This design comes from an exercise in tuning for small area and a short achievable clock period on the open sky130 flow, not from production work. Only simulation tests tie the RTL to the original design; equivalence was not proved. Power figures rest on the tool's default switching activity, not on a simulated workload.

## JK
==> flow/design.v (excerpt) <==
module decode_issue (
    input  logic        clk_i,
    input  logic        rst_ni,
    input  logic        instr_valid_i,
    output logic        instr_ready_o,
    input  logic [31:0] instr_i,
    input  logic [31:0] pc_i,
    output logic        ex_valid_o,
    input  logic        ex_ready_i,
    output logic [31:0] a_o,
    output logic [31:0] b_o,
    output logic [2:0]  funct3_o,
    output logic        funct7_o,
    output logic        pc_add_o,
    output logic [4:0]  rd_o,
    input  logic        wb_valid_i,
    input  logic [4:0]  wb_rd_i,
    input  logic [31:0] wb_data_i,
    output logic        illegal_o
);
==> flow/config.mk <==
export PLATFORM = sky130hd
export DESIGN_NAME = decode_issue
export DESIGN_NICKNAME = decode_issue
export VERILOG_FILES = /design/flow/design.v
export SDC_FILE = /design/flow/constraint.sdc
export NUM_CORES = 4
export LEC_CHECK = 0
export CAP_MARGIN = 20
export CORE_MARGIN = 2
export CORE_UTILIZATION = 60
export CTS_CLUSTER_DIAMETER = 60
export CTS_CLUSTER_SIZE = 20
export SETUP_SLACK_MARGIN = 1.5
export SLEW_MARGIN = 20
==> flow/constraint.sdc <==
create_clock -name core_clock -period 5.0 [get_ports {clk_i}]
set_input_delay 1.0000 -clock core_clock [delete_from_list [all_inputs] [get_ports {clk_i}]]
set_output_delay 1.0000 -clock core_clock [all_outputs]
set_load 0.01 [all_outputs]
standard.sh (not shown) runs the stock make flow with config.mk's settings and CLKGATE_MAP_FILE= SYNTH_SCRIPT=/design/flow/synth_recipe.tcl, a recipe that flattens the netlist after the stock synthesis.
==> flow/flow/run.sh <==
#!/bin/bash
# Standard layout, with the port buffers made of buf_2 cells instead of the
# delay buffers buffer_ports picks on its own. The whole make output is kept
# in standard.log; each ORFS step keeps its own log under orfs/logs/.
set -uo pipefail
export BUFFER_PORTS_ARGS="-buffer_cell sky130_fd_sc_hd__buf_2"
bash standard.sh > standard.log 2>&1
Setup changes, JK to MS
- a change of CORE_UTILIZATION from 60 to 50
Notes after the runs:
Summary of MS over JK: maximum clock frequency went down about 0.6%; finished layout cell area shows an increase of 790 µm²; highest net fanout along the worst path climbed 2. Going from JK to MS, critical path arrival grows by 1.60 ns. MS vs JK, final worst-path cycle share went up by 0.45 points. [MS] total met2 wirelength after detailed routing rose about 9% relative to JK. Re total negative slack: no difference whatsoever between JK and MS. MS vs JK — area of the die climbed by more than 10%. Where worst setup slack after placement is concerned, JK is outperformed by MS.
--- input diff MS..AL ---
- CORE_UTILIZATION changed from 50 to 45
- CTS_CLUSTER_DIAMETER removed (was 60)
- CTS_CLUSTER_SIZE removed (was 20)
==> comparison <==
- The flow did not stop early for AL: all stages ran, and the layout cleared the timing, design-rule and antenna checks.
- MS → AL: total power density per cell area up about 4%; pre-CTS worst setup slack down 0.17 ns; area taken by multi-input logic gates flat.
- | critical path depth | AL vs MS | 2 lower |
- Between MS and AL, the flow reports met3 wire length decreasing by a few percent.
- On number of tap cells added at floorplan: between MS and AL, it ends up higher for AL.
- MS → AL: portion of total power attributed to combinational logic -0.4 points; total routed wire length on the met1 layer shows a reduction of 430 µm.
- Comparing global-route usage for MS and AL, the smaller number came from AL.

* * *

== old ==
The RTL this note starts from:
==> flow/design.v <==
package decode_issue_pkg;
    localparam logic [6:0] OPC_OP     = 7'b0110011;
    localparam logic [6:0] OPC_OP_IMM = 7'b0010011;
    localparam logic [6:0] OPC_LUI    = 7'b0110111;
    localparam logic [6:0] OPC_AUIPC  = 7'b0010111;
endpackage
module regfile (
    input  logic          clk_i,
    input  logic          rst_ni,
    input  logic          we_i,
    input  logic [4:0]    wa_i,
    input  logic [31:0]   wd_i,
    output logic [1023:0] regs_o,
    output logic [31:0]   vld_o
);
    logic [31:0] regs_q [1:31];
    logic [31:1] vld_q;
    logic [31:1] wen_s;
    for (genvar i = 1; i < 32; i++) begin : g_row
        assign wen_s[i] = we_i && (wa_i == i);
        always_ff @(posedge clk_i) begin
            if (wen_s[i]) regs_q[i] <= wd_i;
        end
        always_ff @(posedge clk_i or negedge rst_ni) begin
            if (!rst_ni)       vld_q[i] <= 1'b0;
            else if (wen_s[i]) vld_q[i] <= 1'b1;
        end
        assign regs_o[32*i +: 32] = regs_q[i];
    end
    assign regs_o[31:0] = 32'd0;
    assign vld_o        = {vld_q, 1'b0};
endmodule
module decode_issue (
    input  logic        clk_i,
    input  logic        rst_ni,
    input  logic        instr_valid_i,
    output logic        instr_ready_o,
    input  logic [31:0] instr_i,
    input  logic [31:0] pc_i,
    output logic        ex_valid_o,
    input  logic        ex_ready_i,
    output logic [31:0] a_o,
    output logic [31:0] b_o,
    output logic [2:0]  funct3_o,
    output logic        funct7_o,
    output logic        pc_add_o,
    output logic [4:0]  rd_o,
    input  logic        wb_valid_i,
    input  logic [4:0]  wb_rd_i,
    input  logic [31:0] wb_data_i,
    output logic        illegal_o
);
    logic [6:0]  opcode_s;
    logic [4:0]  rd_s, rs1_s, rs2_s;
    logic [2:0]  funct3_s;
    logic        is_op, is_imm, is_lui, is_auipc, legal_s, shift_s;
    logic        use_rs1_s, use_rs2_s;
    logic        fwd1_s, fwd2_s;
    logic        hazard_s, ex_free_s, accept_s;
    logic [1023:0] regs_s;
    logic [31:0] vld_s;
    logic [31:0] dec1_s, dec2_s, sel1_s, sel2lo_s, sel2hi_s;
    logic [31:0] wbdec_s, rowok_s, pclr_s;
    logic [31:0] rf1_s;
    logic [4:0]  rf2lo_s;
    logic [26:0] rf2hi_s;
    logic [31:0] a_d, b_d, imm_s;
    logic [31:0] a_q, b_q;
    logic [2:0]  funct3_q;
    logic        funct7_q, pc_add_q;
    logic [4:0]  rd_q;
    logic        ex_valid_q, illegal_q;
    logic [31:1] pend_q;
    logic [31:0] pend_s;
    assign opcode_s = instr_i[6:0];
    assign rd_s     = instr_i[11:7];
    assign funct3_s = instr_i[14:12];
    assign rs1_s    = instr_i[19:15];
    assign rs2_s    = instr_i[24:20];
    regfile u_regfile (
        .clk_i (clk_i),
        .rst_ni(rst_ni),
        .we_i  (wb_valid_i),
        .wa_i  (wb_rd_i),
        .wd_i  (wb_data_i),
        .regs_o(regs_s),
        .vld_o (vld_s)
    );
    assign is_op     = (opcode_s == decode_issue_pkg::OPC_OP);
    assign is_imm    = (opcode_s == decode_issue_pkg::OPC_OP_IMM);
    assign is_lui    = (opcode_s == decode_issue_pkg::OPC_LUI);
    assign is_auipc  = (opcode_s == decode_issue_pkg::OPC_AUIPC);
    assign legal_s   = is_op || is_imm || is_lui || is_auipc;
    assign shift_s   = (funct3_s[1:0] == 2'b01);
    assign use_rs1_s = !(is_lui || is_auipc);
    assign use_rs2_s = is_op;
    assign fwd1_s = wb_valid_i && (wb_rd_i == rs1_s) && (rs1_s != 5'd0);
    assign fwd2_s = wb_valid_i && (wb_rd_i == rs2_s) && (rs2_s != 5'd0);
    for (genvar i = 0; i < 32; i++) begin : g_row
        assign wbdec_s[i]  = wb_valid_i && (wb_rd_i == i);
        assign rowok_s[i]  = vld_s[i] && !wbdec_s[i];
        assign pclr_s[i]   = pend_s[i] && !wbdec_s[i];
        assign dec1_s[i]   = (rs1_s == i);
        assign dec2_s[i]   = (rs2_s == i);
    end
    assign sel1_s   = dec1_s & rowok_s & {32{use_rs1_s}};
    assign sel2lo_s = dec2_s & rowok_s & {32{is_op}};
    assign sel2hi_s = dec2_s & rowok_s & {32{is_op && !shift_s}};
    always_comb begin
        rf1_s   = 32'd0;
        rf2lo_s = 5'd0;
        rf2hi_s = 27'd0;
        for (int i = 1; i < 32; i++) begin
            rf1_s   = rf1_s   | (regs_s[32*i +: 32]   & {32{sel1_s[i]}});
            rf2lo_s = rf2lo_s | (regs_s[32*i +: 5]    & {5{sel2lo_s[i]}});
            rf2hi_s = rf2hi_s | (regs_s[32*i+5 +: 27] & {27{sel2hi_s[i]}});
        end
    end
    assign pend_s = {pend_q, 1'b0};
    assign hazard_s = (use_rs1_s && |(dec1_s & pclr_s)) ||
                      (use_rs2_s && |(dec2_s & pclr_s));
    assign ex_free_s     = !ex_valid_q || ex_ready_i;
    assign instr_ready_o = ex_free_s && !hazard_s;
    assign accept_s      = instr_valid_i && instr_ready_o;
    always_comb begin
        if (is_op) begin
            imm_s = 32'd0;
        end else if (is_lui || is_auipc) begin
            imm_s = {instr_i[31:12], 12'd0};
        end else if (shift_s) begin
            imm_s = {27'd0, instr_i[24:20]};
        end else begin
            imm_s = {{20{instr_i[31]}}, instr_i[31:20]};
        end
    end
    assign a_d = rf1_s | ({32{use_rs1_s && fwd1_s}} & wb_data_i) | ({32{is_auipc}} & pc_i);
    assign b_d[4:0]  = rf2lo_s | ({5{is_op && fwd2_s}} & wb_data_i[4:0]) | imm_s[4:0];
    assign b_d[31:5] = rf2hi_s | ({27{is_op && !shift_s && fwd2_s}} & wb_data_i[31:5]) | imm_s[31:5];
    always_ff @(posedge clk_i) begin
        if (ex_free_s) begin
            a_q      <= a_d;
            b_q      <= b_d;
            funct3_q <= (is_lui || is_auipc) ? 3'b000 : funct3_s;
            funct7_q <= ((is_op || is_imm) && shift_s) || is_op ? ~instr_i[30] : 1'b1;
            pc_add_q <= is_auipc;
            rd_q     <= rd_s;
        end
    end
    always_ff @(posedge clk_i or negedge rst_ni) begin
        if (!rst_ni) begin
            ex_valid_q <= 1'b0;
            illegal_q  <= 1'b0;
        end else begin
            ex_valid_q <= !ex_free_s || (accept_s && legal_s);
            illegal_q  <= accept_s && !legal_s;
        end
    end
    for (genvar i = 1; i < 32; i++) begin : g_pend
        always_ff @(posedge clk_i or negedge rst_ni) begin
            if (!rst_ni) begin
                pend_q[i] <= 1'b0;
            end else if (accept_s && legal_s && (rd_s == i)) begin
                pend_q[i] <= 1'b1;
            end else if (wbdec_s[i]) begin
                pend_q[i] <= 1'b0;
            end
        end
    end
    assign ex_valid_o = ex_valid_q;
    assign illegal_o  = illegal_q;
    assign a_o        = a_q;
    assign b_o        = b_q;
    assign funct3_o   = funct3_q;
    assign funct7_o   = funct7_q;
    assign pc_add_o   = pc_add_q;
    assign rd_o       = rd_q;
endmodule
Settings: LEC_CHECK=0, CAP_MARGIN=20, CORE_MARGIN=2, CORE_UTILIZATION=45, CTS_BUF_LIST=sky130_fd_sc_hd__clkbuf_8, CTS_CLUSTER_SIZE=24, SETUP_SLACK_MARGIN=1.5, SLEW_MARGIN=20; clock period 5.0 ns.
Scripts as last shown in full above: flow/flow/run.sh
For new, these inputs were changed with respect to old:
Settings: CTS_BUF_LIST no longer set, was sky130_fd_sc_hd__clkbuf_8; CTS_CLUSTER_SIZE no longer set, was 24.
### Flow results
Cmp new vs old: clock distribution power higher in new
old → new: final total power now larger; combinational share of power now smaller; worst path setup slack after routing now larger; total length of routed met2 wires now smaller.
Combinational gate power of old is on par with new.
Looking at the reports, new completed the entire flow and the layout it produced met the timing, design-rule and antenna checks.
From old to new the numbers moved as follows: slew at the pin closest to its max-slew limit has remained practically unchanged; non-clock buffer count has increased.
Changes observed in new relative to old: worst hold slack up 0.17 ns; final worst-path cycle share down 0.54 points; design area up 740 µm².

-- re-timing with driven ports --
The results above use ideal ports. As a check the final layouts listed here were re-extracted and re-timed, cells and wires unchanged.
Step 1: set_driving_cell puts a clkbuf_16 on clk_i and a buf_2 on each other input, an assumption about the parent block.
Step 2, shift: input delay + t, output delay - t, t = (earliest + latest rising clock arrival at the registers) / 2. This alone moves slack from input paths to output paths.
a / b / c = ideal / step 1 / step 2; a / b = the first two.
run | t (ns) | slack for setup (ns) | worst hold slack (ns) | worst setup path after step 2
JK | 0.748 | 1.333 / 1.206 / 0.637 | 0.364 / 0.317 / 0.468 | input to register
MS | 0.798 | 1.311 / 1.252 / 0.565 | 0.386 / 0.333 / 0.468 | input to register
AL | 0.823 | 1.306 / 1.230 / 0.624 | 0.285 / 0.234 / 0.466 | input to register
old | 0.950 | 0.842 / 0.791 / 0.504 | 0.190 / 0.148 / 0.464 | input to register
new | 0.799 | 0.869 / 0.788 / 0.641 | 0.358 / 0.314 / 0.469 | input to register
After both steps every run listed still meets setup and hold. For MS, which loses most, drivers alone change the setup slack by -0.059 ns; drivers and shift together by -0.746 ns.
